Source: an optimization exercise on an open RTL-to-GDS flow (aim: small area, a short achievable clock period and few clock cycles). Production flows keep margins and buffers that such runs may drop.
At most, simulation tests tie the RTL to the original design; equivalence was not proved.
Function not checked in runs 4 and 5: the RTL went through the layout flow alone.
Power is estimated from default activity; no workload was simulated.

--- flow/flow/run.sh ---
#!/bin/bash
# Layout flow: the standard layout (standard.sh, ORFS from synthesis to the final layout)
# with three changes:
# * the buffers that ORFS puts on every input and output port are buf_2 cells (ORFS otherwise
#   picks its own, slow buffer cell for them);
# * clock tree synthesis inserts no dummy loads;
# * repair_timing works towards a setup slack of 13.2 ns, so it speeds up the paths that would
#   otherwise stay slower than the port paths.
# make's full output (every tool it runs) goes to flow.log in the work folder; ORFS keeps each
# step's own log under orfs/logs/.
set -euo pipefail
export BUFFER_PORTS_ARGS="-buffer_cell sky130_fd_sc_hd__buf_2"
export SETUP_SLACK_MARGIN=13.2
export CTS_ARGS="-sink_clustering_enable -repair_clock_nets -buf_list sky130_fd_sc_hd__clkbuf_16 -sink_clustering_size 30 -sink_clustering_max_diameter 90 -dont_use_dummy_load"
bash standard.sh > flow.log 2>&1
--- flow/standard.sh ---
#!/bin/bash
# synth_recipe.tcl (not shown) runs the flow's synth.tcl, then flattens the netlist and writes it again
# the make line also repeats each setting of config.mk as NAME=value (left out here)
make -C /OpenROAD-flow-scripts/flow DESIGN_CONFIG=/design/flow/config.mk WORK_HOME=/design/flow/orfs CLKGATE_MAP_FILE= SYNTH_SCRIPT=/design/flow/synth_recipe.tcl "${@:-finish}"
--- flow/config.mk ---
export PLATFORM = sky130hd
export DESIGN_NAME = cic_decim
export DESIGN_NICKNAME = cic_decim
export VERILOG_FILES = /design/flow/design.v
export SDC_FILE = /design/flow/constraint.sdc
export NUM_CORES = 4
export LEC_CHECK = 0
export CAP_MARGIN = 20
export CORE_MARGIN = 2
export CORE_UTILIZATION = 70
export CTS_BUF_LIST = sky130_fd_sc_hd__clkbuf_16
export CTS_CLUSTER_DIAMETER = 90
export CTS_CLUSTER_SIZE = 30
export SLEW_MARGIN = 20
--- flow/constraint.sdc ---
create_clock -name core_clock -period 18.0 [get_ports {clk}]
set_input_delay 3.6000 -clock core_clock [delete_from_list [all_inputs] [get_ports {clk}]]
set_output_delay 3.6000 -clock core_clock [all_outputs]
set_load 0.01 [all_outputs]
--- flow/design.v ---
package cic_decim_pkg;
  typedef enum logic [0:0] {
    ErrUpstream = 1'b0,
    ErrSequence = 1'b1
  } cic_err_bit_e;
  function automatic integer cic_growth(input integer rate, input integer m, input integer n);
    reg [127:0] prod;
    integer     i, b;
    begin
      prod = 128'd1;
      for (i = 0; i < n; i = i + 1) prod = prod * rate * m;
      cic_growth = 0;
      for (b = 0; b < 128; b = b + 1) if ((128'd1 << b) < prod) cic_growth = b + 1;
    end
  endfunction
  function automatic integer cic_ch_w(input integer channels);
    cic_ch_w = (channels > 1) ? $clog2(channels) : 1;
  endfunction
  localparam int unsigned DefW    = 16 + cic_growth(125, 1, 4);
  localparam int unsigned DefChW  = cic_ch_w(2);
endpackage
module cic_comb_chain #(
  parameter int unsigned W          = 44,
  parameter int unsigned STAGES     = 4,
  parameter int unsigned DIFF_DELAY = 1
) (
  input  logic [W-1:0]                           x,
  input  logic [STAGES*DIFF_DELAY-1:0][W-1:0]    dly,
  output logic [W-1:0]                           y,
  output logic [STAGES*DIFF_DELAY-1:0][W-1:0]    dly_next
);
  always_comb begin
    logic [W-1:0] stage_in;
    stage_in = x;
    for (int s = 0; s < STAGES; s++) begin
      dly_next[s*DIFF_DELAY] = stage_in;
      for (int j = 1; j < DIFF_DELAY; j++) dly_next[s*DIFF_DELAY+j] = dly[s*DIFF_DELAY+j-1];
      stage_in = stage_in - dly[s*DIFF_DELAY+DIFF_DELAY-1];
    end
    y = stage_in;
  end
endmodule
module cic_decim #(
  parameter int unsigned IN_W       = 16,
  parameter int unsigned OUT_W      = 16,
  parameter int unsigned STAGES     = 4,
  parameter int unsigned RATE       = 125,
  parameter int unsigned DIFF_DELAY = 1,
  parameter int unsigned CHANNELS   = 2,
  parameter int unsigned CH_W       = cic_decim_pkg::cic_ch_w(CHANNELS)
) (
  input  logic             clk,
  input  logic             reset_n,
  input  logic [IN_W-1:0]  in_data,
  input  logic [CH_W-1:0]  in_channel,
  input  logic             in_valid,
  output logic             in_ready,
  input  logic [1:0]       in_error,
  input  logic             in_startofpacket,
  input  logic             in_endofpacket,
  output logic [OUT_W-1:0] out_data,
  output logic [CH_W-1:0]  out_channel,
  output logic             out_valid,
  input  logic             out_ready,
  output logic [1:0]       out_error,
  output logic             out_startofpacket,
  output logic             out_endofpacket
);
  localparam int unsigned W    = IN_W + cic_decim_pkg::cic_growth(RATE, DIFF_DELAY, STAGES);
  localparam int unsigned PH_W = $clog2(RATE);
  logic unused_eop;
  assign unused_eop = in_endofpacket;
  logic [1:0]      rst_sh;       
  logic            clr_dly;      
  logic [5:0]      pos;          
  logic            in_ready_q;
  logic            iv;           
  logic            go_q;         
  logic            cons_q;       
  logic            isd_q;        
  logic            exp_ch;
  logic [1:0][PH_W-1:0] ph;
  logic [1:0]      ph123, ph124;  
  logic [1:0][1:0] err;
  logic [1:0]      pend;         
  logic            older;        
  logic            act;          
  logic            pch;          
  logic [3:1]      br;           
  logic            p2, dmp;      
  logic            dz;           
  logic            out_valid_q;
  logic [IN_W-1:0] id;
  logic            che, sok, algn;
  logic [1:0]      ierr;
  logic [W-1:0]    s0_a, s0_b, s0_c, s0_d, s0_w;
  logic [W-1:0]    s1_a, s1_b, s1_c, s1_d, s1_w;
  logic [2:0][45:0][1:0] dr;     
  logic [1:0][1:0] res_err;
  logic [OUT_W-1:0] out_data_q;
  logic            out_ch_q, out_sop_q;
  logic [1:0]      out_err_q;
  logic clr_int, hd;
  logic [5:0] kb;                
  logic       cch;               
  assign clr_int = rst_sh[1];
  assign hd      = pos[0];
  assign kb      = cch ? pos - 6'd23 : pos;
  logic start, sch, order_ok, step, last;
  assign sch      = (pos == 6'd23);    
  assign order_ok = !pend[~sch] || (older == sch);
  assign start    = !act && (pos == 6'd0 || pos == 6'd23) && pend[sch] && order_ok && !out_valid_q;
  assign step     = start || act;
  assign cch      = act ? pch : sch;
  assign last     = act && (kb == 6'(W / 2 - 1));
  logic exp_ch_n, ld, iv_n, che_in, che_n, sok_n, algn_n, go_n, cons_n, isd_n;
  logic [1:0] pend_n, ph123_n, ph124_n, blk_n;
  logic [1:0][PH_W-1:0] ph_n;
  always_comb begin
    exp_ch_n = go_q ? ~che : exp_ch;
    ph_n = ph;
    if (go_q) ph_n[che] = isd_q ? '0 : ph[che] + PH_W'(1);
    pend_n = pend;
    if (last) pend_n[pch] = 1'b0;
    if (dz) pend_n[hd] = 1'b1;
    for (int c = 0; c < 2; c++) begin
      ph123_n[c] = (ph_n[c] == PH_W'(RATE - 2));
      ph124_n[c] = (go_q && che == c) ? (!isd_q && ph123[c]) : ph124[c];
      blk_n[c]   = pend_n[c] && ph124_n[c];
    end
  end
  logic [2:0] go_p, cons_p, isd_p;    
  logic       go_h, cons_h, isd_h, sel_go, sel_cons, sel_isd;
  always_comb begin
    go_p[0]   = hd && !blk_n[0];
    cons_p[0] = go_p[0];
    isd_p[0]  = go_p[0] && ph124_n[0];
    go_p[1]   = !exp_ch_n && hd && !blk_n[0];
    cons_p[1] = exp_ch_n || (hd && !blk_n[0]);
    isd_p[1]  = go_p[1] && ph124_n[0];
    go_p[2]   = exp_ch_n && !hd && !blk_n[1];
    cons_p[2] = !exp_ch_n || (!hd && !blk_n[1]);
    isd_p[2]  = go_p[2] && ph124_n[1];
    go_h   = iv && sok && !algn && !blk_n[che];
    cons_h = iv && (!sok || (!algn && !blk_n[che]));
    isd_h  = go_h && ph124_n[che];
    sel_go   = in_startofpacket ? go_p[0]   : (in_channel ? go_p[2]   : go_p[1]);
    sel_cons = in_startofpacket ? cons_p[0] : (in_channel ? cons_p[2] : cons_p[1]);
    sel_isd  = in_startofpacket ? isd_p[0]  : (in_channel ? isd_p[2]  : isd_p[1]);
  end
  assign ld     = !iv || cons_q;           
  assign iv_n   = ld ? in_valid : iv;
  assign che_in = in_startofpacket ? 1'b0 : in_channel;
  assign che_n  = ld ? che_in : che;
  assign sok_n  = ld ? (in_startofpacket || (in_channel == exp_ch_n)) : sok;
  assign algn_n = ld ? (che_in != hd) : !algn;
  assign go_n   = ld ? (in_valid && sel_go) : go_h;
  assign cons_n = ld ? (in_valid && sel_cons) : cons_h;
  assign isd_n  = ld ? (in_valid && sel_isd) : isd_h;
  logic [W-1:0] xg, ag, bg, cg, a_new, b_new, c_new, d_new;
  assign xg = go_q ? {{(W-IN_W){id[IN_W-1]}}, id} : '0;
  assign ag = go_q ? s0_a : '0;
  assign bg = p2 ? s1_b : '0;
  assign cg = p2 ? s1_c : '0;
  assign a_new = s0_a + xg;
  assign b_new = s0_b + ag + xg;
  assign c_new = s1_c + bg;
  assign d_new = s1_d + cg + bg;
  logic [3:0][1:0] y;            
  logic [3:1] br_n;
  always_comb begin
    y[0] = (hd == cch) ? s0_w[2*kb[4:0] +: 2] : s1_w[2*kb[4:0] +: 2];
    for (int i = 1; i <= 3; i++) begin
      {br_n[i], y[i]} = {1'b0, y[i-1]} - {1'b0, dr[i-1][0]} - {2'b00, br[i]};
    end
  end
  always_ff @(posedge clk or negedge reset_n) begin
    if (!reset_n) begin
      rst_sh      <= 2'b11;
      clr_dly     <= 1'b1;
      pos         <= '0;
      iv          <= 1'b0;
      go_q        <= 1'b0;
      cons_q      <= 1'b0;
      isd_q       <= 1'b0;
      exp_ch      <= 1'b0;
      ph          <= '0;
      ph123       <= '0;
      ph124       <= '0;
      err         <= '0;
      pend        <= '0;
      older       <= 1'b0;
      act         <= 1'b0;
      pch         <= 1'b0;
      br          <= '0;
      p2          <= 1'b0;
      dmp         <= 1'b0;
      dz          <= 1'b0;
      out_valid_q <= 1'b0;
    end else begin
      rst_sh     <= {rst_sh[0], 1'b0};
      if (pos == 6'd45) clr_dly <= 1'b0;
      pos        <= (pos == 6'd45) ? 6'd0 : pos + 6'd1;
      iv         <= iv_n;
      go_q       <= go_n;
      cons_q     <= cons_n;
      isd_q      <= isd_n;
      exp_ch     <= exp_ch_n;
      ph         <= ph_n;
      ph123      <= ph123_n;
      ph124      <= ph124_n;
      pend       <= pend_n;
      if (dz) older <= (pend[~hd] && !(last && pch == ~hd)) ? ~hd : hd;
      if (go_q) begin
        err[che] <= isd_q ? 2'b00 : (err[che] | ierr);
      end else if (cons_q) begin
        err[exp_ch][1] <= 1'b1;
      end
      p2   <= go_q;
      dmp  <= isd_q;
      dz   <= dmp;
      if (start) begin
        act <= 1'b1;
        pch <= sch;
      end else if (last) begin
        act <= 1'b0;
      end
      if (step) br <= last ? '0 : br_n;
      if (last) out_valid_q <= 1'b1;
      else if (out_ready) out_valid_q <= 1'b0;
    end
  end
  always_ff @(posedge clk) begin
    in_ready_q <= ld ? (!in_valid || sel_cons) : (!iv || cons_h);
    if (ld) begin
      id   <= in_data;
      ierr <= in_error;
    end
    che  <= che_n;
    sok  <= sok_n;
    algn <= algn_n;
    if (isd_q) res_err[che] <= err[che] | ierr;
    s1_a <= a_new;
    s1_b <= b_new;
    s1_c <= clr_int ? '0 : s0_c;
    s1_d <= (dz || clr_int) ? '0 : s0_d;
    s1_w <= dz ? s0_d : s0_w;
    s0_a <= clr_int ? '0 : s1_a;
    s0_b <= clr_int ? '0 : s1_b;
    s0_c <= c_new;
    s0_d <= d_new;
    s0_w <= s1_w;
    for (int i = 0; i < 3; i++) begin
      dr[i] <= {(step ? y[i] : (dr[i][0] & {2{!clr_dly}})), dr[i][45:1]};
    end
    if (step && kb >= 6'((W - OUT_W) / 2)) out_data_q <= {y[3], out_data_q[OUT_W-1:2]};
    if (last) begin
      out_ch_q   <= pch;
      out_sop_q  <= !pch;
      out_err_q  <= res_err[pch];
    end
  end
  assign in_ready          = in_ready_q;
  assign out_valid         = out_valid_q;
  assign out_data          = out_data_q;
  assign out_channel       = out_ch_q;
  assign out_error         = out_err_q;
  assign out_startofpacket = out_sop_q;
  assign out_endofpacket   = out_ch_q;
endmodule
==> results of run 1 <==
==> registers in the layout, indices dropped and copies added, names as in the netlist, 2 cells and up, named ones only <==
name	flops
out_err_q	2
s1_a	44
err	2
ph	14
s1_d	44
rst_sh	2
s0_w	44
br	3
ph124	2
s0_c	44
out_data_q	16
ierr	2
s1_b	44
s0_b	44
s0_a	44
ph123	2
pos	6
s0_d	44
dr	276
pend	2
s1_c	44
s1_w	44
id	16
==> cell usage in the layout, fill, tap and decap left out, types with 8 or more instances in the layout <==
master and count:
a31oi_1 24, and3_1 14, nor3_1 28, edfxtp_1 44, inv_1 90, dfrtp_1 37
o21a_1 25, mux2i_1 11, nand2_1 138, buf_4 36, clkbuf_16 38, mux4_2 10
fa_1 92, o211ai_1 14, mux2_2 47, nand2b_1 33, xor2_1 47, a211oi_1 18
dfxtp_1 718, a21oi_1 171, a21boi_0 8, nor2_1 127, nand3_1 31, a21o_1 83
o21bai_1 18, and2_1 197, ha_1 173, o21ai_0 104, xnor2_1 122, nor2b_1 161
o31ai_1 14, nand4_1 18, buf_2 45
==> stage by stage <==
step,hold slack (ns),instances
2_1_floorplan,0.310,2869
3_3_place_gp,0.310,3446
3_5_place_dp,0.312,3446
4_1_cts,0.313,3501
5_1_grt,0.319,3517
6_report,0.318,3517
==> layer usage <==
layer  track usage (%)  wire [µm]  up-vias
li1                  -          -     9899
met1              35.9      29100     9687
met2              45.5      30400      490
met3              2.99       2370      108
met4              8.00       1650        0
met5                 0          0        -
==> how the worst max path moves through the flow <==
stage	start	end	slack (ns)
global placement	pos[0]	out_data_q[15]	12.61
floorplan	pos[1]	out_data_q[15]	13.16
detailed placement	go_q	s1_b[43]	12.57
finish	out_data_q[15]	out_data[15]	13.20
global route	pos[0]	out_data_q[15]	13.09
CTS	pos[0]	out_data_q[15]	13.12
==> repair_timing <==
action / in CTS / in global routing
gates resized for setup: 14 / 23
hold endpoints to repair: 0 / 0
endpoints found under the setup margin: 27 / 23
pin swaps: 5 / 10
gates cloned: 0 / 1
buffers inserted: 18 / 15
==> layout make-up <==
cell class / instances / area [µm²]
fillers: 2912 / 11100
well taps: 600 / 751
flip-flops and latches: 810 / 16900
multi-input cells: 1888 / 14700
clock buffers: 37 / 926
inverters: 93 / 353
repair buffers: 89 / 617
==> power breakdown <==
| group | switching, mW | internal [mW] | leakage (nW) |
|---|---|---|---|
| logic | 0.719 | 0.547 | 8.17 |
| registers | 0.185 | 2.20 | 6.85 |
| clock network | 0.525 | 0.371 | 0.456 |
==> cells by family after synthesis <==
group                      after synthesis  share of synthesized area [%]
and+or+nand+nor                        795                           13.4
other                                    1                         0.0117
buffers and inverters                  171                           2.04
adders and majority gates              270                           12.7
xor gates and xnor gates               170                           4.63
AOI/OAI and AO/OA                      583                           12.0
muxes                                   69                           2.72
DFF                                    810                           52.5
==> impl_metrics.env, run 1 <==
export IMPL_outcome="timing/DRC/antenna clean"
export IMPL_wire_per_inst_um=18.1
export IMPL_ys_types=93
export IMPL_cpLargestDelayFamily="flip-flops"
export IMPL_design_area_um2=34300
export IMPL_num_vias=20200
export IMPL_required_ns=14.40
export IMPL_coreArea_um2=45400
export IMPL_cp_cell_sequence="buf_6"
export IMPL_crit_slowest_cell="edfxtp_1"
export IMPL_critPathBufInv=1
export IMPL_hold_viol=0
export IMPL_drive_above_1_share_pct=8.57
export IMPL_syn_avg_cell_area_um2=11.2
export IMPL_worstHoldStart="s1_w[9]"
export IMPL_tns_ns=0
export IMPL_gr_usage_all_layers_pct=26.7
export IMPL_vias_per_cell=5.74
export IMPL_cts_sinks=810
export IMPL_area_delta_synth_final_pct=6.60
export IMPL_place_ws_ns=12.57
export IMPL_peakVddDrop_uv=115
export IMPL_ys_flop_type="dfxtp_1"
export IMPL_start_util_pct=70.9
export IMPL_synth_seq_cells=810
export IMPL_antenna_found_initial=0
export IMPL_maxCapViolCount=0
export IMPL_grt_overflow=0
export IMPL_final_antenna_net_count=0
export IMPL_skew_ns=0.0891
export IMPL_die_x_um=218
export IMPL_yosysTopAreaCell="dfxtp_1"
export IMPL_postPlaceCellArea_um2=32900
export IMPL_synthTopCellsByArea="dfxtp_1 45%, ha_1 6.8%, fa_1 6.0%"
export IMPL_r2r_end="out_data_q[15]"
export IMPL_htree_levels=2
export IMPL_synth_most_common_cell="dfxtp_1"
export IMPL_leakage_nw=15.5
export IMPL_worstPathArrival_ns=1.20
export IMPL_r2r_start="pos[0]"
export IMPL_rrSetupSlack_ns=13.25
export IMPL_crit_cells=1
export IMPL_worst_pin_slew_ns=1.02
export IMPL_cts_root_buf="clkbuf_16"
export IMPL_cts_tree="built"
export IMPL_fmax_mhz=208
export IMPL_slowest_delay_ns=0.45
export IMPL_yosysSeqAreaShare_pct=52.5
export IMPL_grt_max_degree=93
export IMPL_post_route_period_util_pct=26.7
export IMPL_min_path_cells=0
export IMPL_diodes=0
export IMPL_synth_top_area_share_pct=44.7
export IMPL_portBuffers=46
export IMPL_clk_latency_ns=0.61
export IMPL_rsz0062_at_grt="yes"
export IMPL_route_detailed_drc=0
export IMPL_min_period_ns=4.80
export IMPL_finalPower_mw=4.55
export IMPL_start_kind="flop"
export IMPL_die_area_um2=47700
export IMPL_die_h_um=218
export IMPL_pin_count=48
export IMPL_routed_wl_um=63600
export IMPL_cts_max_path_buffers=3
export IMPL_slew_headroom_pct=32.1
export IMPL_powerDensity_nw_per_um2=133
export IMPL_synthesis_area_um2=32200
export IMPL_fin_nets=3214
export IMPL_critPathMaxFanout=2
export IMPL_gp_congestion=0.905
export IMPL_setup_viol=0
export IMPL_place_hpwl_um=43100
export IMPL_first_pass_iters=5
export IMPL_clk_pin_slew_worst_paths_ns=0.11
export IMPL_synth_cells=2869
export IMPL_grt_pass1_vias=20400
export IMPL_ctsHoldBuffers=0
export IMPL_row_count=78
export IMPL_synthArstFlopShare_pct=5.93
export IMPL_drv_slew=0
export IMPL_crit_type="flop to primary output"
export IMPL_fin_util_pct=75.6
export IMPL_worst_slack_ns=13.20
export IMPL_dr_first_iter_drc_count=1352
export IMPL_yosysWarnings=1
export IMPL_synth_edff_count=44
export IMPL_grt_pass1_wl_um=102000
export IMPL_worstHoldEndpoint="s0_w[9]"
export IMPL_endpoint_kind="primary output"
export IMPL_cts_buffers=37
export IMPL_synth_nets=3164
export IMPL_rr_worst_depth=16
export IMPL_hold_path_class="flop to flop"
export IMPL_synth_top_cells_by_count="718 x dfxtp_1, 198 x and2_1, 175 x a21oi_1"
Testbench counts, summed over its fixed seeds: cycles 80,584.
==> run 2, diff against run 1 <==
--- a/flow/config.mk
+++ b/flow/config.mk
@@ -7,7 +7,7 @@
 export LEC_CHECK = 0
 export CAP_MARGIN = 20
 export CORE_MARGIN = 2
-export CORE_UTILIZATION = 70
+export CORE_UTILIZATION = 55
 export CTS_BUF_LIST = sky130_fd_sc_hd__clkbuf_16
 export CTS_CLUSTER_DIAMETER = 90
 export CTS_CLUSTER_SIZE = 30
==> run 2 against run 1 <==
Total power decreased by 1.2%; still clean; clock skew shrank 0.013 ns; clock power is 2% higher; hold slack worse by 0.0042 ns; routed wire length is 6.0% lower; first-iteration DRC count is 30% lower; area after synthesis did not move; highest routed layer unchanged.
==> impl_metrics.env, run 2 <==
export IMPL_drive_above_1_share_pct=8.20
export IMPL_vias_per_cell=5.27
export IMPL_cts_max_path_buffers=3
export IMPL_synth_edff_count=44
export IMPL_cp_cell_sequence="buf_2"
export IMPL_portBuffers=46
export IMPL_final_common_cell="dfxtp_1"
export IMPL_skew_ns=0.0762
export IMPL_yosysSeqAreaShare_pct=52.5
export IMPL_ctsHoldBuffers=0
export IMPL_final_antenna_net_count=0
export IMPL_nFillCells=4789
export IMPL_tns_ns=0
export IMPL_area_delta_synth_final_pct=7.28
export IMPL_coreArea_um2=57800
export IMPL_num_vias=19400
export IMPL_critPathMaxFanout=2
export IMPL_ff_latch_area_um2=16900
export IMPL_worst_slack_ns=13.24
export IMPL_start_util_pct=55.7
export IMPL_grt_pass1_wl_um=97400
export IMPL_die_h_um=246
export IMPL_dr_first_iter_drc_count=951
export IMPL_ys_flop_type="dfxtp_1"
export IMPL_grt_overflow=0
export IMPL_routed_wl_um=59700
export IMPL_largest_reg_flops=276
export IMPL_place_ws_ns=12.47
export IMPL_synthTopCellsByArea="dfxtp_1 45%, ha_1 6.8%, fa_1 6.0%"
export IMPL_min_period_ns=4.76
export IMPL_route_detailed_drc=0
export IMPL_post_route_period_util_pct=26.5
export IMPL_slew_headroom_pct=23.4
export IMPL_cts_buffers=39
export IMPL_gp_congestion=0.935
export IMPL_critPathBufInv=1
export IMPL_synth_cells=2869
export IMPL_slowest_delay_ns=0.42
export IMPL_synth_top_cells_by_count="718 x dfxtp_1, 198 x and2_1, 175 x a21oi_1"
export IMPL_crit_slowest_cell="edfxtp_1"
export IMPL_final_cell_mix="718 x dfxtp_1, 197 x and2_1, 174 x a21oi_1"
export IMPL_clk_pin_slew_worst_paths_ns=0.10
export IMPL_largest_register="dr"
export IMPL_yosysTopAreaCell="dfxtp_1"
export IMPL_place_hpwl_um=41800
export IMPL_powerDensity_nw_per_um2=130
export IMPL_required_ns=14.40
export IMPL_worstPathArrival_ns=1.16
export IMPL_cts_tree="built"
export IMPL_cpLargestDelayFamily="flip-flops"
export IMPL_start_kind="flop"
export IMPL_fin_nets=3210
export IMPL_cts_sinks=810
export IMPL_synthesis_area_um2=32200
export IMPL_setup_viol=0
export IMPL_drv_slew=0
export IMPL_multi_input_area_um2=14700
export IMPL_maxCapViolCount=0
export IMPL_synthArstFlopShare_pct=5.93
export IMPL_hold_path_class="flop to flop"
export IMPL_die_x_um=246
export IMPL_antenna_found_initial=0
export IMPL_ys_types=93
export IMPL_fmax_mhz=210
export IMPL_first_pass_iters=5
export IMPL_synth_top_area_share_pct=44.7
export IMPL_die_area_um2=60400
export IMPL_syn_avg_cell_area_um2=11.2
export IMPL_clk_latency_ns=0.59
export IMPL_synth_most_common_cell="dfxtp_1"
export IMPL_synth_nets=3164
export IMPL_outcome="timing/DRC/antenna clean"
export IMPL_hold_viol=0
export IMPL_crit_type="flop to primary output"
export IMPL_grt_pass1_vias=19200
export IMPL_synth_seq_cells=810
export IMPL_grt_max_degree=91
export IMPL_row_count=88
export IMPL_worst_pin_slew_ns=1.12
export IMPL_wire_per_inst_um=16.2
export IMPL_rsz0062_at_grt="yes"
export IMPL_diodes=0
export IMPL_pin_count=48
export IMPL_leakage_nw=15.5
export IMPL_yosysWarnings=1
export IMPL_endpoint_kind="primary output"
export IMPL_htree_levels=2
export IMPL_peakVddDrop_uv=113
export IMPL_gr_usage_all_layers_pct=19.8
export IMPL_cts_root_buf="clkbuf_16"
run 2: changes by cell type in the layout (fill, tap and decap cells not counted), moves of 2 or more:
cell       before  now
a21oi_1       171  174
a21oi_2         4    1
buf_4          36   31
buf_6           3    0
clkbuf_16      38   41
fa_1           92   94
fa_2            4    2
run 2: final cells by class:
| type | count | share of cell area, % |
|---|---|---|
| repair buffers | 83 | 1.70 |
| inverters | 93 | 1.02 |
| flip-flops and latches | 810 | 49.0 |
| multi-input cells | 1888 | 42.7 |
| clock buffers | 39 | 2.83 |
| well taps | 765 | 2.77 |
run 2: path summary, 6_finish.rpt:
| kind | slack, ns | depth (start not counted) | endpoint | from |
|---|---|---|---|---|
| setup / recovery | 13.24 | 1 | out_data[15] | out_data_q[15] |
| setup reg to reg | 13.29 | 17 | s1_b[43] | go_q |
| hold reg to reg | 0.31 | 0 | s0_w[12] | s1_w[12] |
| min in group asynchronous | 3.11 | 2 | ph[8] | reset_n |
| max in group asynchronous | 14.39 | 2 | dz | reset_n |
| hold / removal | 0.31 | 0 | s0_w[12] | s1_w[12] |
run 2: through the flow:
stage	power [mW]	hold slack (ns)	cells	util (%)	area, µm²
final	4.50	0.313	3678	59.7	34500
after global routing	4.80	0.322	3678	59.7	34500
after CTS	4.52	0.314	3661	59.3	34300
after detailed placement	3.59	0.312	3609	57.3	33100
after global placement	3.55	0.310	3609	57.3	33100
after floorplan	3.29	0.310	2869	-	32200
run 2: timing repair:
item | CTS | global route
buffers inserted | 13 | 15
setup endpoints to repair | 19 | 24
resized for setup | 13 | 17
gates cloned | 0 | 2
pin swaps | 2 | 5
run 2: per-layer routing:
| metal | wire (µm) | GRT usage [%] | vias up |
|---|---|---|---|
| met2 | 25800 | 30.6 | 248 |
| met3 | 1560 | 2.47 | 99 |
| met4 | 1620 | 6.11 | 0 |
| met5 | 0 | 0 | - |
| li1 | - | - | 9911 |
| met1 | 30700 | 29.0 | 9119 |
run 2: power breakdown:
part	total (mW)	internal (mW)	switching [mW]	leakage (nW)
clock	0.913	0.389	0.524	0.481
sequential	2.38	2.20	0.178	6.85
combinational	1.20	0.527	0.677	8.14
total	4.50	3.12	1.38	15.5
run 2: logic make-up after synthesis:
| group | after synthesis | share of synthesized area (%) |
|---|---|---|
| DFF | 810 | 52.5 |
| and+or+nand+nor | 795 | 13.4 |
| AOI/OAI and AO/OA | 583 | 12.0 |
| adders and majority gates | 270 | 12.7 |
| buffers and inverters | 171 | 2.04 |
| xor gates and xnor gates | 170 | 4.63 |
| muxes | 69 | 2.72 |
| other | 1 | 0.0117 |
==> run 3, diff against run 2 <==
==> flow/flow/run.sh (replaced) <==
#!/bin/bash
# Layout flow: the standard layout (standard.sh, ORFS from synthesis to the final layout)
# with three changes:
# * the buffers that ORFS puts on every input and output port are buf_2 cells (ORFS otherwise
#   picks its own, slow buffer cell for them);
# * clock tree synthesis inserts no dummy loads;
# * repair_timing works towards a setup slack of 13.3 ns, so it speeds up the paths that would
#   otherwise stay slower than the port paths.
# make's full output (every tool it runs) goes to flow.log in the work folder; ORFS keeps each
# step's own log under orfs/logs/.
set -euo pipefail
export BUFFER_PORTS_ARGS="-buffer_cell sky130_fd_sc_hd__buf_2"
export SETUP_SLACK_MARGIN=13.3
export CTS_ARGS="-sink_clustering_enable -repair_clock_nets -buf_list sky130_fd_sc_hd__clkbuf_16 -sink_clustering_size 30 -sink_clustering_max_diameter 90 -dont_use_dummy_load"
bash standard.sh > flow.log 2>&1
--- a/flow/config.mk
+++ b/flow/config.mk
@@ -7,7 +7,7 @@
 export LEC_CHECK = 0
 export CAP_MARGIN = 20
 export CORE_MARGIN = 2
-export CORE_UTILIZATION = 55
+export CORE_UTILIZATION = 60
 export CTS_BUF_LIST = sky130_fd_sc_hd__clkbuf_16
 export CTS_CLUSTER_DIAMETER = 90
 export CTS_CLUSTER_SIZE = 30
==> run 3 against run 2 <==
Still clean on timing, DRC and antenna; first-iteration DRC count up 41%; combinational power about the same; non-clock buffer count up 4; flip-flop and latch count unchanged; die area down 8.2%; critical path depth unchanged; clock-buffer cell count down 2; register-to-register slack worse by 0.02 ns; utilization up 5.5 points; critical path type unchanged; critical endpoint is now out_error[1].
==> impl_metrics.env, run 3 <==
export IMPL_post_route_period_util_pct=26.8
export IMPL_final_antenna_net_count=0
export IMPL_final_common_cell="dfxtp_1"
export IMPL_cts_sinks=810
export IMPL_synth_top_cells_by_count="718 x dfxtp_1, 198 x and2_1, 175 x a21oi_1"
export IMPL_synthArstFlopShare_pct=5.93
export IMPL_ys_flop_type="dfxtp_1"
export IMPL_vias_per_cell=5.43
export IMPL_yosysWarnings=1
export IMPL_diodes=0
export IMPL_clk_latency_ns=0.58
export IMPL_outcome="timing/DRC/antenna clean"
export IMPL_cts_max_path_buffers=3
export IMPL_wire_per_inst_um=16.2
export IMPL_synthAdderAreaFrac_pct=12.7
export IMPL_clk_pin_slew_worst_paths_ns=0.10
export IMPL_leakage_nw=15.5
export IMPL_synth_seq_cells=810
export IMPL_required_ns=14.40
export IMPL_rrSetupSlack_ns=13.27
export IMPL_crit_slowest_cell="edfxtp_1"
export IMPL_endpoint_kind="primary output"
export IMPL_hold_viol=0
export IMPL_pin_count=48
export IMPL_synth_cells=2869
export IMPL_ys_types=93
export IMPL_fmax_mhz=208
export IMPL_die_h_um=236
export IMPL_place_hpwl_um=41200
export IMPL_nFillCells=4194
export IMPL_gp_congestion=0.912
export IMPL_routed_wl_um=58400
export IMPL_portBuffers=46
export IMPL_grt_max_degree=89
export IMPL_route_detailed_drc=0
export IMPL_grt_overflow=0
export IMPL_worst_pin_slew_ns=0.844
export IMPL_fin_nets=3213
export IMPL_crit_type="flop to primary output"
export IMPL_critPathMaxFanout=1
export IMPL_tns_ns=0
export IMPL_final_cells=3604
export IMPL_grt_pass1_vias=19500
export IMPL_powerDensity_nw_per_um2=130
export IMPL_cts_buffers=37
export IMPL_critPathBufInv=1
export IMPL_setup_viol=0
export IMPL_place_inst=3533
export IMPL_syn_avg_cell_area_um2=11.2
export IMPL_num_vias=19600
export IMPL_worstPathArrival_ns=1.22
export IMPL_min_period_ns=4.82
export IMPL_place_ws_ns=12.44
export IMPL_cpLargestDelayFamily="flip-flops"
export IMPL_drv_slew=0
export IMPL_skew_ns=0.0773
export IMPL_hold_path_class="flop to flop"
export IMPL_row_count=84
export IMPL_gr_usage_all_layers_pct=21.3
export IMPL_slowest_delay_ns=0.46
export IMPL_synthesis_area_um2=32200
export IMPL_yosysTopAreaCell="dfxtp_1"
export IMPL_rsz0062_at_grt="yes"
export IMPL_maxCapViolCount=0
export IMPL_synth_simple_area_share_pct=13.4
export IMPL_peakVddDrop_uv=95.3
export IMPL_htree_levels=2
export IMPL_cts_root_buf="clkbuf_16"
export IMPL_synth_compound_area_share_pct=12.0
export IMPL_synth_top_area_share_pct=44.7
export IMPL_die_area_um2=55500
export IMPL_synth_nets=3164
export IMPL_synth_area_mux_share_pct=2.72
export IMPL_synth_most_common_cell="dfxtp_1"
export IMPL_largest_reg_flops=276
export IMPL_grt_pass1_wl_um=98100
export IMPL_synth_edff_count=44
export IMPL_cp_cell_sequence="buf_2"
export IMPL_final_cell_mix="717 x dfxtp_1, 197 x and2_1, 173 x ha_1"
export IMPL_start_util_pct=61.0
export IMPL_synth_xor_area_share_pct=4.63
export IMPL_cts_tree="built"
export IMPL_die_x_um=236
export IMPL_yosysSeqAreaShare_pct=52.5
export IMPL_synth_top_family_by_area="simple AND/OR/NAND/NOR gates"
export IMPL_area_delta_synth_final_pct=6.92
export IMPL_coreArea_um2=52800
export IMPL_start_kind="flop"
export IMPL_ctsHoldBuffers=0
export IMPL_largest_register="dr"
export IMPL_first_pass_iters=5
export IMPL_holdWs_ns=0.311
export IMPL_worst_slack_ns=13.18
export IMPL_slew_headroom_pct=42.3
export IMPL_antenna_found_initial=0
export IMPL_dr_first_iter_drc_count=1344
export IMPL_drive_above_1_share_pct=8.50
export IMPL_synthTopCellsByArea="dfxtp_1 45%, ha_1 6.8%, fa_1 6.0%"
run 3: cell counts after synthesis:
Identical to the previous run, type by type.
run 3: report_power, final:
group	internal, mW	switching [mW]
logic	0.531	0.680
clock network	0.370	0.513
registers	2.20	0.176
run 3: area by class of cell:
class                      instances  area (µm²)  area share (%)
clock buffer                      37         926            2.69
tap                              688         861            2.50
multi-input combinational       1889       14700            42.8
sequential                       810       16900            49.2
timing repair buffer              87         606            1.76
inverter                          93         353            1.03
run 3: cell families (layout without fill, tap and decap cells):
family / count (synthesis) / count (layout)
AND/OR/NAND/NOR: 795 / 796
adder cells (fa/ha/maj): 270 / 270
multiplexers: 69 / 69
flip-flops: 810 / 810
AO/OA/AOI/OAI: 583 / 583
buffers and inverters: 171 / 217
XOR/XNOR: 170 / 170
other: 1 / 1
run 3: path summary, 6_finish.rpt:
kind,startpoint,depth (start not counted),endpoint
worst min register to register,s1_w[5],0,s0_w[5]
worst min-delay path,s1_w[5],0,s0_w[5]
worst max register to register,go_q,17,s1_b[43]
max in group asynchronous,reset_n,2,go_q
worst max-delay path,out_err_q[1],1,out_error[1]
min in group asynchronous,reset_n,2,ph[3]
run 3: routing by layer:
| metal | global-route usage [%] | share of wire (%) | wire [µm] | up-vias |
|---|---|---|---|---|
| li1 | - | - | - | 9891 |
| met1 | 31.2 | 51 | 29600 | 9246 |
| met2 | 33.8 | 44 | 25600 | 336 |
| met3 | 2.25 | 3.1 | 1810 | 87 |
| met4 | 6.04 | 2.4 | 1380 | 0 |
| met5 | 0 | 0 | 0 | - |
run 3: stage by stage:
stage	util [%]	area, µm²	power [mW]
finish	65.2	34400	4.47
CTS	64.9	34200	4.50
global placement	62.6	33100	3.55
detailed placement	62.6	33100	3.58
floorplan	-	32200	3.29
global route	65.2	34400	4.77
run 3: what timing repair did:
action	4_1_cts	5_1_grt
resized for setup	25	13
buffers inserted	20	12
pin swaps	6	3
setup endpoints to repair	50	34
endpoints found under the hold margin	0	0
gates cloned	1	0
==> run 4, diff against run 3 <==
--- a/flow/design.v
+++ b/flow/design.v
@@ -162,9 +162,9 @@
   assign ag = go_q ? s0_a : '0;
   assign bg = p2 ? s1_b : '0;
   assign cg = p2 ? s1_c : '0;
-  assign a_new = s0_a + xg;
+  cic_bk_add #(.N(W)) u_add_a (.a(s0_a), .b(xg), .s(a_new));
   assign b_new = s0_b + ag + xg;
-  assign c_new = s1_c + bg;
+  cic_bk_add #(.N(W)) u_add_c (.a(s1_c), .b(bg), .s(c_new));
   assign d_new = s1_d + cg + bg;
   logic [3:0][1:0] y;            
   logic [3:1] br_n;
@@ -268,3 +268,31 @@
   assign out_startofpacket = out_sop_q;
   assign out_endofpacket   = out_ch_q;
 endmodule
+module cic_bk_add #(
+  parameter int N = 44
+) (
+  input  logic [N-1:0] a,
+  input  logic [N-1:0] b,
+  output logic [N-1:0] s
+);
+  logic [N-1:0] g, p, p0;
+  always_comb begin
+    g  = a & b;
+    p  = a ^ b;
+    p0 = p;
+    for (int l = 0; (1 << l) < N; l++) begin
+      for (int i = (2 << l) - 1; i < N; i += (2 << l)) begin
+        g[i] = g[i] | (p[i] & g[i - (1 << l)]);
+        p[i] = p[i] & p[i - (1 << l)];
+      end
+    end
+    for (int l = 4; l >= 0; l--) begin
+      for (int i = 3 * (1 << l) - 1; i < N; i += (2 << l)) begin
+        g[i] = g[i] | (p[i] & g[i - (1 << l)]);
+        p[i] = p[i] & p[i - (1 << l)];
+      end
+    end
+    s[0] = p0[0];
+    for (int i = 1; i < N; i++) s[i] = p0[i] ^ g[i-1];
+  end
+endmodule
==> flow/flow/run.sh (replaced) <==
#!/bin/bash
# Layout flow: the standard layout (standard.sh, ORFS from synthesis to the final layout)
# with three changes:
# * the buffers that ORFS puts on every input and output port are buf_2 cells (ORFS otherwise
#   picks its own, slow buffer cell for them);
# * clock tree synthesis inserts no dummy loads;
# * repair_timing works towards a setup slack of 13.2 ns, so it speeds up the paths that would
#   otherwise stay slower than the port paths.
# make's full output (every tool it runs) goes to flow.log in the work folder; ORFS keeps each
# step's own log under orfs/logs/.
set -euo pipefail
export BUFFER_PORTS_ARGS="-buffer_cell sky130_fd_sc_hd__buf_2"
export SETUP_SLACK_MARGIN=13.2
export CTS_ARGS="-sink_clustering_enable -repair_clock_nets -buf_list sky130_fd_sc_hd__clkbuf_16 -sink_clustering_size 30 -sink_clustering_max_diameter 90 -dont_use_dummy_load"
bash standard.sh > flow.log 2>&1
--- a/flow/config.mk
+++ b/flow/config.mk
@@ -7,7 +7,7 @@
 export LEC_CHECK = 0
 export CAP_MARGIN = 20
 export CORE_MARGIN = 2
-export CORE_UTILIZATION = 60
+export CORE_UTILIZATION = 55
 export CTS_BUF_LIST = sky130_fd_sc_hd__clkbuf_16
 export CTS_CLUSTER_DIAMETER = 90
 export CTS_CLUSTER_SIZE = 30
==> run 4 against run 3 <==
Critical path type unchanged; final area down 1.4%; cell count shrank 4.5%; largest cell class unchanged; area after synthesis decreased by 3.1%.
==> impl_metrics.env, run 4 <==
export IMPL_fmax_mhz=209
export IMPL_startpoint="out_ch_q"
export IMPL_critPathBufInv=1
export IMPL_slowest_delay_ns=0.43
export IMPL_dr_first_iter_drc_count=966
export IMPL_r2r_start="pos[3]"
export IMPL_wire_per_inst_um=16.3
export IMPL_diodes=0
export IMPL_die_area_um2=58600
export IMPL_powerDensity_nw_per_um2=123
export IMPL_sw_frac_of_total_pct=30.2
export IMPL_synth_simple_area_share_pct=12.2
export IMPL_clkPwrFrac_pct=21.9
export IMPL_slew_headroom_pct=36.9
export IMPL_grt_max_degree=89
export IMPL_area_delta_synth_final_pct=8.80
export IMPL_yosysWarnings=2
export IMPL_antenna_found_initial=0
export IMPL_drive_above_1_share_pct=10.1
export IMPL_p_switching_mw=1.25
export IMPL_synth_most_common_cell="dfxtp_1"
export IMPL_cpLargestDelayFamily="flip-flops"
export IMPL_portBuffers=46
export IMPL_cts_max_path_buffers=3
export IMPL_ys_types=77
export IMPL_start_util_pct=55.5
export IMPL_cts_buffers=39
export IMPL_num_vias=17800
export IMPL_required_ns=14.40
export IMPL_synth_cells=2606
export IMPL_tns_ns=0
export IMPL_hold_path_class="flop to flop"
export IMPL_ctsHoldBuffers=0
export IMPL_final_antenna_net_count=0
export IMPL_die_h_um=242
export IMPL_outcome="timing/DRC/antenna clean"
export IMPL_power_frac_comb_pct=25.0
export IMPL_coreArea_um2=56200
export IMPL_start_kind="flop"
export IMPL_first_pass_iters=5
export IMPL_maxCapViolCount=0
export IMPL_fin_nets=3021
export IMPL_synth_seq_cells=810
export IMPL_rsz0062_at_grt="yes"
export IMPL_endpoint_kind="primary output"
export IMPL_cts_root_buf="clkbuf_16"
export IMPL_drv_slew=0
export IMPL_die_x_um=242
export IMPL_grt_pass1_wl_um=94200
export IMPL_synth_nets=2939
export IMPL_hold_viol=0
export IMPL_synthAdderAreaFrac_pct=15.7
export IMPL_grt_overflow=0
export IMPL_p_int_mw=2.91
export IMPL_cts_sinks=810
export IMPL_synthesis_area_um2=31200
export IMPL_gp_congestion=0.891
export IMPL_skew_ns=0.0555
export IMPL_nFillCells=4686
export IMPL_crit_type="flop to primary output"
export IMPL_grt_pass1_vias=18300
export IMPL_critPathMaxFanout=2
export IMPL_min_period_ns=4.79
export IMPL_crit_slowest_cell="edfxtp_1"
export IMPL_ys_flop_type="dfxtp_1"
export IMPL_row_count=87
export IMPL_worstHoldStart="s1_w[37]"
export IMPL_synth_edff_count=44
export IMPL_synth_area_mux_share_pct=2.91
export IMPL_setup_viol=0
export IMPL_clk_pin_slew_worst_paths_ns=0.10
export IMPL_peakVddDrop_uv=98.5
export IMPL_cts_tree="built"
export IMPL_post_route_period_util_pct=26.6
export IMPL_place_hpwl_um=39100
export IMPL_design_area_um2=33900
export IMPL_yosysSeqAreaShare_pct=54.2
export IMPL_largest_register="dr"
export IMPL_largest_reg_flops=276
export IMPL_pin_count=48
export IMPL_gr_usage_all_layers_pct=19.6
export IMPL_synth_top_cells_by_count="718 x dfxtp_1, 181 x and2_1, 170 x ha_1"
export IMPL_htree_levels=2
export IMPL_worst_pin_slew_ns=0.947
export IMPL_synth_xor_area_share_pct=3.71
export IMPL_clk_latency_ns=0.59
export IMPL_synth_top_family_by_area="adder cells"
export IMPL_yosysTopAreaCell="dfxtp_1"
export IMPL_routed_wl_um=56100
export IMPL_seqPwrFrac_pct=53.1
export IMPL_route_detailed_drc=0
export IMPL_final_cell_mix="718 x dfxtp_1, 181 x and2_1, 166 x ha_1"
export IMPL_postPlaceCellArea_um2=32300
export IMPL_leakage_nw=15.8
export IMPL_worst_slack_ns=13.21
export IMPL_cp_cell_sequence="buf_2"
export IMPL_place_ws_ns=12.35
export IMPL_synth_compound_area_share_pct=9.18
export IMPL_synth_top_area_share_pct=46.1
export IMPL_synthArstFlopShare_pct=5.93
export IMPL_syn_avg_cell_area_um2=12.0
export IMPL_vias_per_cell=5.18
export IMPL_final_common_cell="dfxtp_1"
export IMPL_synthTopCellsByArea="dfxtp_1 46%, fa_1 8.9%, ha_1 6.8%"
export IMPL_worstPathArrival_ns=1.19
==> run 4: cell types whose count changed after synthesis, sizes merged, moves of 14 or more <==
cell | before | now
and2 | 201 | 181
nand2 | 138 | 105
nand2b | 33 | 17
a21oi | 175 | 116
o21ai | 113 | 67
xnor2 | 123 | 71
nor2 | 128 | 84
xor2 | 47 | 61
inv | 92 | 111
fa | 96 | 138
==> run 4: final cells by class <==
type	instances	area [µm²]	area share [%]
clock buffers	39	976	2.88
inverters	112	428	1.26
multi-input cells	1621	13900	40.9
flip-flops and latches	810	16900	49.9
well taps	756	946	2.79
repair buffers	104	791	2.33
==> run 4: layer usage <==
layer  vias up  GRT usage (%)  wire (µm)
li1       8951              -          -
met1      8578           29.1      28600
met2       237           30.7      24600
met3        79           2.07       1400
met4         0           5.54       1470
met5         -              0          0
==> run 4: worst paths after layout <==
path                            slack, ns  cells after the start               to
worst max-delay path                13.21                      1  out_endofpacket
worst min-delay path                 0.31                      0         s0_w[37]
worst max register to register      13.22                     13   out_data_q[15]
worst min register to register       0.31                      0         s0_w[37]
max in group asynchronous           14.39                      2               p2
min in group asynchronous            3.10                      2      out_valid_q
==> run 4: logic make-up (layout without fill, tap and decap cells) <==
logic type | Yosys count | after routing
and+or+nand+nor | 682 | 682
muxes | 71 | 71
DFF | 810 | 810
other | 1 | 1
adders and majority gates | 308 | 308
xor gates and xnor gates | 132 | 132
buffers and inverters | 175 | 255
AOI/OAI and AO/OA | 427 | 427
==> run 4: per-stage QoR <==
| stage | hold WS [ns] | total power [mW] | std cells | util [%] |
|---|---|---|---|---|
| 6_report | 0.313 | 4.16 | 3442 | 60.4 |
| 3_3_place_gp | 0.311 | 3.23 | 3354 | 57.6 |
| 5_1_grt | 0.316 | 4.44 | 3442 | 60.4 |
| 2_1_floorplan | 0.310 | 3.00 | 2606 | - |
| 4_1_cts | 0.313 | 4.19 | 3418 | 59.9 |
| 3_5_place_dp | 0.312 | 3.27 | 3354 | 57.6 |
==> run 4: timing repair <==
item | CTS | global route
endpoints found under the setup margin | 39 | 28
cloned | 0 | 1
resized for setup | 23 | 19
setup buffers | 25 | 23
endpoints found under the hold margin | 0 | 0
pin swaps | 2 | 7
==> run 4: power groups by stage <==
stage / Combinational [mW] / Sequential (mW) / Clock [mW]
floorplan: 0.811 / 2.19 / 0
global placement: 0.986 / 2.25 / 0
detailed placement: 1.02 / 2.25 / 0
CTS: 1.03 / 2.21 / 0.949
global route: 1.19 / 2.25 / 1.01
finish: 1.04 / 2.21 / 0.910
==> run 5, diff against run 4 <==
--- a/flow/design.v
+++ b/flow/design.v
@@ -162,10 +162,15 @@
   assign ag = go_q ? s0_a : '0;
   assign bg = p2 ? s1_b : '0;
   assign cg = p2 ? s1_c : '0;
+  logic [W-1:0] bs, bc, ds, dc;
+  assign bs = s0_b ^ ag ^ xg;
+  assign bc = {((s0_b[W-2:0] & ag[W-2:0]) | (s0_b[W-2:0] & xg[W-2:0]) | (ag[W-2:0] & xg[W-2:0])), 1'b0};
+  assign ds = s1_d ^ cg ^ bg;
+  assign dc = {((s1_d[W-2:0] & cg[W-2:0]) | (s1_d[W-2:0] & bg[W-2:0]) | (cg[W-2:0] & bg[W-2:0])), 1'b0};
   cic_bk_add #(.N(W)) u_add_a (.a(s0_a), .b(xg), .s(a_new));
-  assign b_new = s0_b + ag + xg;
+  cic_bk_add #(.N(W)) u_add_b (.a(bs), .b(bc), .s(b_new));
   cic_bk_add #(.N(W)) u_add_c (.a(s1_c), .b(bg), .s(c_new));
-  assign d_new = s1_d + cg + bg;
+  cic_bk_add #(.N(W)) u_add_d (.a(ds), .b(dc), .s(d_new));
   logic [3:0][1:0] y;            
   logic [3:1] br_n;
   always_comb begin
==> run 5 against run 4 <==
Still clean; sequential share of layout area up 0.25 points; first-iteration DRC count fell by 22%; non-clock buffer count grew 20; die area decreased by 1.1%; clock power is 0.8% lower; clock skew grew 0.029 ns; maximum frequency is essentially flat; worst setup slack better by 0.00050 ns; global-route usage down 0.64 points; area after synthesis shrank 1.2%; utilization grew 0.78 points; cell count shrank 1.4%; critical path type unchanged.
==> impl_metrics.env, run 5 <==
export IMPL_outcome="timing/DRC/antenna clean"
export IMPL_yosysTopAreaCell="dfxtp_1"
export IMPL_postPlaceCellArea_um2=31900
export IMPL_vias_per_cell=4.97
export IMPL_final_antenna_net_count=0
export IMPL_start_util_pct=55.8
export IMPL_synth_simple_area_share_pct=10.5
export IMPL_worst_pin_slew_ns=0.992
export IMPL_htree_levels=2
export IMPL_portBuffers=46
export IMPL_required_ns=14.40
export IMPL_cts_tree="built"
export IMPL_synthAdderAreaFrac_pct=18.4
export IMPL_clk_latency_ns=0.59
export IMPL_synth_most_common_cell="dfxtp_1"
export IMPL_crit_slowest_cell="edfxtp_1"
export IMPL_grt_pass1_vias=17400
export IMPL_synth_xor_area_share_pct=2.90
export IMPL_clk_pin_slew_worst_paths_ns=0.10
export IMPL_rr_worst_depth=17
export IMPL_worstPathArrival_ns=1.19
export IMPL_final_cell_mix="718 x dfxtp_1, 234 x inv_1, 174 x fa_1"
export IMPL_synthesis_area_um2=30800
export IMPL_synth_seq_cells=810
export IMPL_routed_wl_um=53500
export IMPL_fin_nets=3020
export IMPL_ys_flop_type="dfxtp_1"
export IMPL_gr_usage_all_layers_pct=19.0
export IMPL_setup_viol=0
export IMPL_coreArea_um2=55200
export IMPL_synthArstFlopShare_pct=5.93
export IMPL_hold_viol=0
export IMPL_place_hpwl_um=36000
export IMPL_synth_top_family_by_area="adder cells"
export IMPL_die_h_um=241
export IMPL_slowest_delay_ns=0.44
export IMPL_synth_top_cells_by_count="718 x dfxtp_1, 236 x inv_1, 178 x fa_1"
export IMPL_gp_congestion=0.773
export IMPL_final_common_cell="dfxtp_1"
export IMPL_hold_path_class="flop to flop"
export IMPL_start_kind="flop"
export IMPL_nFillCells=4515
export IMPL_rrSetupSlack_ns=13.35
export IMPL_fin_util_pct=61.2
export IMPL_row_count=86
export IMPL_worst_slack_ns=13.21
export IMPL_area_delta_synth_final_pct=9.57
export IMPL_num_vias=16900
export IMPL_cts_root_buf="clkbuf_16"
export IMPL_post_route_period_util_pct=26.6
export IMPL_dr_first_iter_drc_count=758
export IMPL_synth_cells=2550
export IMPL_cts_sinks=810
export IMPL_crit_cells=1
export IMPL_drv_slew=0
export IMPL_largest_register="dr"
export IMPL_critPathBufInv=1
export IMPL_yosysWarnings=2
export IMPL_maxCapViolCount=0
export IMPL_cp_cell_sequence="buf_2"
export IMPL_holdWs_ns=0.283
export IMPL_leakage_nw=16.0
export IMPL_min_period_ns=4.79
export IMPL_tns_ns=0
export IMPL_drive_above_1_share_pct=11.2
export IMPL_critPathMaxFanout=1
export IMPL_grt_pass1_wl_um=87900
export IMPL_ctsHoldBuffers=0
export IMPL_die_area_um2=57900
export IMPL_synth_compound_area_share_pct=6.99
export IMPL_rsz0062_at_grt="yes"
export IMPL_pin_count=48
export IMPL_yosysSeqAreaShare_pct=54.8
export IMPL_diodes=0
export IMPL_cpLargestDelayFamily="flip-flops"
export IMPL_grt_overflow=0
export IMPL_wire_per_inst_um=15.8
export IMPL_syn_avg_cell_area_um2=12.1
export IMPL_route_detailed_drc=0
export IMPL_synth_area_mux_share_pct=2.59
export IMPL_synth_nets=2921
export IMPL_design_area_um2=33800
export IMPL_min_path_cells=0
export IMPL_cts_buffers=38
export IMPL_synth_top_area_share_pct=46.6
export IMPL_synthTopCellsByArea="dfxtp_1 47%, fa_1 12%, ha_1 6.8%"
export IMPL_largest_reg_flops=276
export IMPL_crit_type="flop to primary output"
export IMPL_grt_max_degree=71
export IMPL_slew_headroom_pct=33.9
export IMPL_powerDensity_nw_per_um2=122
export IMPL_ys_types=75
export IMPL_endpoint_kind="primary output"
export IMPL_skew_ns=0.0846
export IMPL_place_ws_ns=11.74
export IMPL_first_pass_iters=5
export IMPL_die_x_um=241
export IMPL_antenna_found_initial=1
export IMPL_fmax_mhz=209
export IMPL_cts_max_path_buffers=3
export IMPL_peakVddDrop_uv=83.5
export IMPL_synth_edff_count=44
## run 5: cell count changes in the layout (fill, tap and decap cells not counted), moves of 36 or more
cell / before / now
inv_1: 109 / 234
nand2_1: 103 / 140
and2_1: 181 / 133
nor2_1: 82 / 46
fa_1: 136 / 174
a21oi_1: 110 / 74
## run 5: worst paths after layout
kind,to,start
setup / recovery,out_error[1],out_err_q[1]
max in group asynchronous,pos[3],reset_n
setup reg to reg,s0_d[43],p2
hold / removal,s0_w[1],s1_w[1]
hold reg to reg,s0_w[1],s1_w[1]
min in group asynchronous,ph[3],reset_n
## run 5: layout make-up
type / count / area (µm²) / area share, %
clock buffer: 38 / 951 / 2.82
inverter: 237 / 897 / 2.66
multi-input combinational: 1437 / 13100 / 38.7
sequential: 810 / 16900 / 50.1
tap: 748 / 936 / 2.77
timing repair buffer: 124 / 998 / 2.96
timing repair inverter: 1 / 7.51 / 0.0222
## run 5: logic make-up after synthesis
kind of cell / Yosys count
simple gates: 597
fa+ha+maj: 346
compound gates: 325
mux: 66
flops: 810
xor+xnor: 102
other cells: 1
buf+inv: 303
## run 5: routing by layer
layer	vias up	share of wire, %	track usage [%]
met4	0	2.4	5.63
met2	172	45	30.6
met3	64	2.9	2.54
met5	-	0	0
li1	8454	-	-
met1	8178	50	27.0
## run 5: where the power goes
| group | leakage [nW] | internal (mW) | switching [mW] |
|---|---|---|---|
| combinational | 8.70 | 0.437 | 0.569 |
| sequential | 6.86 | 2.07 | 0.149 |
| clock | 0.468 | 0.380 | 0.523 |
| total | 16.0 | 2.89 | 1.24 |
## run 5: per-stage QoR
stage	total power, mW	cells
CTS	4.14	3354
finish	4.13	3395
global placement	3.14	3289
global route	4.42	3395
floorplan	2.94	2550
detailed placement	3.20	3289
## run 5: what timing repair did
item | 4_1_cts | 5_1_grt
endpoints found under the setup margin | 75 | 18
buffers inserted | 25 | 38
gates cloned | 2 | 3
pin swaps | 6 | 10
gates resized for setup | 40 | 38
==> run 6, diff against run 5 <==
--- a/flow/design.v
+++ b/flow/design.v
@@ -126,7 +126,8 @@
     for (int c = 0; c < 2; c++) begin
       ph123_n[c] = (ph_n[c] == PH_W'(RATE - 2));
       ph124_n[c] = (go_q && che == c) ? (!isd_q && ph123[c]) : ph124[c];
-      blk_n[c]   = pend_n[c] && ph124_n[c];
+      blk_n[c]   = (pend_n[c] || (last && pch == c) || (out_valid_q && out_ch_q == c)) &&
+                   ph124_n[c];
     end
   end
   logic [2:0] go_p, cons_p, isd_p;    
@@ -259,11 +260,9 @@
       dr[i] <= {(step ? y[i] : (dr[i][0] & {2{!clr_dly}})), dr[i][45:1]};
     end
     if (step && kb >= 6'((W - OUT_W) / 2)) out_data_q <= {y[3], out_data_q[OUT_W-1:2]};
-    if (last) begin
-      out_ch_q   <= pch;
-      out_sop_q  <= !pch;
-      out_err_q  <= res_err[pch];
-    end
+    out_ch_q   <= pch;
+    out_sop_q  <= !pch;
+    out_err_q  <= res_err[pch];
   end
   assign in_ready          = in_ready_q;
   assign out_valid         = out_valid_q;
==> run 6 against run 5 <==
Still clean; clock-buffer cell count decreased by 2; routed wire length decreased by 4.1%; worst setup slack improved by 0.019 ns; clock skew decreased by 0.021 ns; critical path depth increased by 11; synthesized cell count increased by 0.71%; first-iteration DRC count decreased by 15%; sequential power about the same; clock power decreased by 2.5%; critical path type is now flop to flop; largest cell class unchanged.
==> impl_metrics.env, run 6 <==
export IMPL_outcome="timing/DRC/antenna clean"
export IMPL_synth_most_common_cell="dfxtp_1"
export IMPL_yosysTopAreaCell="dfxtp_1"
export IMPL_dr_first_iter_drc_count=647
export IMPL_synth_cells=2568
export IMPL_cts_max_path_buffers=3
export IMPL_cts_tree="built"
export IMPL_cp_common_cell="fa_1"
export IMPL_place_inst=3311
export IMPL_endpoint_kind="flop"
export IMPL_drv_slew=0
export IMPL_largest_reg_flops=276
export IMPL_yosysWarnings=2
export IMPL_routed_wl_um=51400
export IMPL_min_path_cells=0
export IMPL_synthesis_area_um2=30800
export IMPL_crit_type="flop to flop"
export IMPL_gr_usage_all_layers_pct=18.7
export IMPL_route_detailed_drc=0
export IMPL_area_delta_synth_final_pct=8.58
export IMPL_num_vias=16800
export IMPL_synthTopCellsByArea="dfxtp_1 47%, fa_1 12%, ha_1 6.8%"
export IMPL_ctsHoldBuffers=0
export IMPL_antenna_found_initial=2
export IMPL_grt_pass1_vias=17400
export IMPL_rsz0062_at_grt="yes"
export IMPL_final_cells=3392
export IMPL_slowest_delay_ns=0.54
export IMPL_slew_headroom_pct=34.9
export IMPL_drive_above_1_share_pct=9.23
export IMPL_coreArea_um2=55200
export IMPL_hold_path_class="flop to flop"
export IMPL_clk_pin_slew_worst_paths_ns=0.11
export IMPL_tns_ns=0
export IMPL_setup_viol=0
export IMPL_synth_seq_cells=810
export IMPL_first_pass_iters=4
export IMPL_grt_overflow=0
export IMPL_hold_viol=0
export IMPL_cts_buffers=36
export IMPL_final_cell_mix="721 x dfxtp_1, 236 x inv_1, 175 x fa_1"
export IMPL_worst_pin_slew_ns=0.976
export IMPL_maxCapViolCount=0
export IMPL_min_period_ns=4.77
export IMPL_clk_latency_ns=0.59
export IMPL_post_route_period_util_pct=26.5
export IMPL_rrSetupSlack_ns=13.23
export IMPL_fin_nets=3016
export IMPL_cp_cell_sequence="or3b_4 -> o31ai_4 -> mux2i_4 -> buf_6 -> mux4_2 -> a21oi_1 -> o32a_1 -> fa_1 -> fa_1 -> fa_2 -> fa_1 -> inv_1"
export IMPL_critPathMaxFanout=4
export IMPL_grt_max_degree=86
export IMPL_pin_count=48
export IMPL_synthArstFlopShare_pct=5.93
export IMPL_rr_worst_depth=12
export IMPL_crit_slowest_cell="mux4_2"
export IMPL_row_count=86
export IMPL_start_util_pct=55.7
export IMPL_die_x_um=240
export IMPL_die_h_um=240
export IMPL_yosysSeqAreaShare_pct=54.8
export IMPL_design_area_um2=33400
export IMPL_leakage_nw=15.6
export IMPL_final_common_cell="dfxtp_1"
export IMPL_fmax_mhz=210
export IMPL_wire_per_inst_um=15.1
export IMPL_synth_top_cells_by_count="722 x dfxtp_1, 237 x inv_1, 178 x fa_1"
export IMPL_postPlaceCellArea_um2=31800
export IMPL_synth_nets=2939
export IMPL_powerDensity_nw_per_um2=120
export IMPL_vias_per_cell=4.95
export IMPL_worstPathArrival_ns=5.13
export IMPL_skew_ns=0.0635
export IMPL_largest_register="dr"
export IMPL_ys_types=76
export IMPL_ys_flop_type="dfxtp_1"
export IMPL_peakVddDrop_uv=75.7
export IMPL_grt_pass1_wl_um=86900
export IMPL_cts_sinks=810
export IMPL_syn_avg_cell_area_um2=12.0
export IMPL_synth_edff_count=40
export IMPL_gp_congestion=0.818
export IMPL_die_area_um2=57800
export IMPL_final_antenna_net_count=0
export IMPL_place_hpwl_um=35400
export IMPL_portBuffers=46
export IMPL_cts_root_buf="clkbuf_16"
export IMPL_start_kind="flop"
export IMPL_htree_levels=2
export IMPL_required_ns=18.36
export IMPL_synth_top_area_share_pct=47.0
==> run 6: cell types whose count changed after synthesis, sizes merged, moves of 6 or more <==
cell    delta
nand2b     -6
a31o       -6
nor2       +8
mux2i     +11
nand3      -6
a211oi     -9
nand2     +16
a31oi      +9
a21o      -13
==> run 6: what timing repair did <==
item                                    in CTS  in global routing
endpoints found under the hold margin        0                  0
gates cloned                                 1                  2
setup buffers                               20                 21
pin swaps                                    3                 10
gates resized for setup                     37                 19
endpoints found under the setup margin      74                 18
==> run 6: layer usage <==
layer	share of wire (%)	wire [µm]	vias to the layer above	global-route usage [%]
met2	44	22700	145	29.8
li1	-	-	8468	-
met3	2.6	1340	58	2.33
met5	0	0	-	0
met1	50	25900	8121	26.6
met4	2.6	1360	0	5.80
==> run 6: path summary, 6_finish.rpt <==
| check | startpoint | end |
|---|---|---|
| setup / recovery | pos[3] | out_data_q[15] |
| hold / removal | dr[81] | dr[79] |
| setup reg to reg | pos[3] | out_data_q[15] |
| hold reg to reg | dr[81] | dr[79] |
| max in group asynchronous | reset_n | go_q |
| min in group asynchronous | reset_n | ph[1] |
==> run 6: power breakdown <==
group	switching (mW)	internal, mW	total (mW)	leakage [nW]
Clock	0.518	0.361	0.880	0.444
Combinational	0.545	0.406	0.951	8.29
Sequential	0.126	2.06	2.19	6.84
Total	1.19	2.83	4.02	15.6
==> run 6: layout make-up <==
class / instances / area, µm²
antenna: 1 / 2.50
timing repair buffer: 100 / 788
sequential: 810 / 16900
multi-input combinational: 1459 / 13000
fill: 4445 / 21800
clock buffer: 36 / 901
tap: 748 / 936
inverter: 238 / 901
==> run 6: cell families after synthesis <==
logic type	Yosys count	share of synthesized area [%]
AOI/OAI and AO/OA	320	6.84
xor gates and xnor gates	99	2.82
adders and majority gates	346	18.4
buffers and inverters	299	3.67
DFF	810	54.8
muxes	71	2.55
other	1	0.0122
and+or+nand+nor	622	10.9
==> run 6: per-stage QoR <==
step	util [%]	total power [mW]	setup WS [ns]	hold slack, ns
6_report	60.5	4.02	13.23	0.327
4_1_cts	59.9	4.06	13.20	0.327
3_5_place_dp	57.7	3.15	12.12	0.312
5_1_grt	60.5	4.31	13.08	0.338
3_3_place_gp	57.7	3.10	12.20	0.310
2_1_floorplan	-	2.90	13.20	0.310
==> run 6: critical path, delay by kind of cell (launching register included) <==
kind            cells  cell delay (ns)
fa+ha+maj           4             1.90
mux                 2             0.90
compound gates      3             0.72
simple gates        1             0.43
flops               1             0.42
buf+inv             2             0.19
Testbench counts of run 6, summed over its fixed seeds: cycles 80,584.
==> run 7, diff against run 6 <==
--- a/flow/config.mk
+++ b/flow/config.mk
@@ -7,7 +7,7 @@
 export LEC_CHECK = 0
 export CAP_MARGIN = 20
 export CORE_MARGIN = 2
-export CORE_UTILIZATION = 55
+export CORE_UTILIZATION = 66
 export CTS_BUF_LIST = sky130_fd_sc_hd__clkbuf_16
 export CTS_CLUSTER_DIAMETER = 90
 export CTS_CLUSTER_SIZE = 30
==> run 7 against run 6 <==
Still clean on timing, DRC and antenna; sequential share of layout area increased by 0.24 points; first-iteration DRC count increased by 38%; area after synthesis unchanged; global-route usage increased by 3.4 points; utilization increased by 11 points; synthesized cell count unchanged; clock power decreased by 1%; final area decreased by 0.44%; critical path depth decreased by 11.
==> impl_metrics.env, run 7 <==
export IMPL_coreArea_um2=46300
export IMPL_powerDensity_nw_per_um2=121
export IMPL_hold_viol=0
export IMPL_synth_most_common_cell="dfxtp_1"
export IMPL_multi_input_area_um2=13000
export IMPL_yosysWarnings=2
export IMPL_synth_seq_cells=810
export IMPL_largest_reg_flops=276
export IMPL_die_area_um2=48300
export IMPL_gp_congestion=0.829
export IMPL_holdWs_ns=0.314
export IMPL_crit_slowest_cell="edfxtp_1"
export IMPL_ys_flop_type="dfxtp_1"
export IMPL_antenna_found_initial=0
export IMPL_vias_per_cell=5.24
export IMPL_final_cell_mix="721 x dfxtp_1, 235 x inv_1, 173 x fa_1"
export IMPL_fmax_mhz=209
export IMPL_synth_edff_count=40
export IMPL_ys_types=76
export IMPL_num_vias=17100
export IMPL_min_period_ns=4.78
export IMPL_wire_per_inst_um=15.9
export IMPL_skew_ns=0.0731
export IMPL_worstPathArrival_ns=1.18
export IMPL_tns_ns=0
export IMPL_routed_top_layer="met4"
export IMPL_portBuffers=46
export IMPL_fin_nets=3025
export IMPL_cts_sinks=810
export IMPL_final_antenna_net_count=0
export IMPL_place_hpwl_um=34900
export IMPL_largest_register="dr"
export IMPL_route_detailed_drc=0
export IMPL_drive_above_1_share_pct=9.50
export IMPL_worst_pin_slew_ns=1.07
export IMPL_rrSetupSlack_ns=13.25
export IMPL_cts_root_buf="clkbuf_16"
export IMPL_die_x_um=220
export IMPL_wl_met2_um=24000
export IMPL_routed_wl_um=51800
export IMPL_nFillCells=3281
export IMPL_met1_length_um=25400
export IMPL_yosysTopAreaCell="dfxtp_1"
export IMPL_yosysSeqAreaShare_pct=54.8
export IMPL_clk_pin_slew_worst_paths_ns=0.10
export IMPL_synthArstFlopShare_pct=5.93
export IMPL_grt_max_degree=74
export IMPL_cp_cell_sequence="buf_2"
export IMPL_critPathMaxFanout=2
export IMPL_final_common_cell="dfxtp_1"
export IMPL_endpoint_kind="primary output"
export IMPL_grt_pass1_vias=17600
export IMPL_outcome="timing/DRC/antenna clean"
export IMPL_syn_avg_cell_area_um2=12.0
export IMPL_synth_top_cells_by_count="722 x dfxtp_1, 237 x inv_1, 178 x fa_1"
export IMPL_hold_path_class="flop to flop"
export IMPL_cts_buffers=35
export IMPL_grt_overflow=0
export IMPL_ff_latch_area_um2=16900
export IMPL_cpLargestDelayFamily="flip-flops"
export IMPL_grt_pass1_wl_um=85900
export IMPL_clk_latency_ns=0.60
export IMPL_gr_usage_all_layers_pct=22.1
export IMPL_critPathBufInv=1
export IMPL_synthesis_area_um2=30800
export IMPL_synth_nets=2939
export IMPL_required_ns=14.40
export IMPL_wl_met3_um=1170
export IMPL_crit_type="flop to primary output"
export IMPL_post_route_period_util_pct=26.5
export IMPL_fin_util_pct=71.9
-- run 7: cell count changes in the layout (fill, tap and decap cells not counted), moves of 2 or more --
| cell | previous run | this run |
|---|---|---|
| fa_2 | 3 | 5 |
| buf_16 | 1 | 3 |
| fa_1 | 175 | 173 |
| buf_4 | 44 | 53 |
| buf_12 | 5 | 2 |
| dfrtp_1 | 36 | 34 |
-- run 7: logic make-up after synthesis --
| kind of cell | Yosys count | share of synthesized area [%] |
|---|---|---|
| compound gates | 320 | 6.84 |
| xor+xnor | 99 | 2.82 |
| fa+ha+maj | 346 | 18.4 |
| buf+inv | 299 | 3.67 |
| flops | 810 | 54.8 |
| mux | 71 | 2.55 |
| other cells | 1 | 0.0122 |
| simple gates | 622 | 10.9 |
-- run 7: what timing repair did --
item	CTS	global route
setup buffers	29	23
gates resized for setup	35	18
hold buffers	0	0
setup endpoints to repair	56	16
cloned	0	4
pin swaps	6	9
-- run 7: worst paths after layout --
kind,start,endpoint,depth (start not counted)
max,out_data_q[6],out_data[6],1
min,s1_w[13],s0_w[13],0
max reg2reg,pos[5],out_data_q[15],15
min reg2reg,s1_w[13],s0_w[13],0
max in group asynchronous,reset_n,p2,2
min in group asynchronous,reset_n,ph[3],2
-- run 7: area by class of cell --
class | count | share of cell area (%)
Tap cell | 607 | 2.28
Sequential cell | 810 | 50.8
Multi-Input combinational cell | 1459 | 39.0
Clock buffer | 35 | 2.63
Timing Repair Buffer | 110 | 2.65
Inverter | 238 | 2.70
-- run 7: power breakdown --
group | internal, mW | switching [mW]
combinational | 0.416 | 0.546
sequential | 2.06 | 0.131
clock | 0.352 | 0.517
total | 2.83 | 1.19
-- run 7: per-stage QoR --
stage / instance area (µm²) / worst slack [ns] / cells / total power, mW
2_1_floorplan: 30800 / 13.20 / 2568 / 2.90
3_5_place_dp: 31600 / 12.25 / 3168 / 3.14
6_report: 33200 / 13.22 / 3259 / 4.03
5_1_grt: 33200 / 13.15 / 3259 / 4.29
4_1_cts: 32900 / 13.19 / 3232 / 4.04
3_3_place_gp: 31600 / 12.33 / 3168 / 3.08
-- run 7: routing by layer --
metal / global-route usage (%) / vias to the layer above
met1: 31.3 / 8352
met5: 0 / -
met4: 6.31 / 0
met2: 36.3 / 181
li1: - / 8476
met3: 2.33 / 67

Check on run 7: ideal ports give 13.225 ns setup slack; a clkbuf_16 on the clock port and buf_2 on the inputs give 13.166 ns; moving port delays by the midpoint clock arrival (0.619 ns) as well gives 13.212 ns.
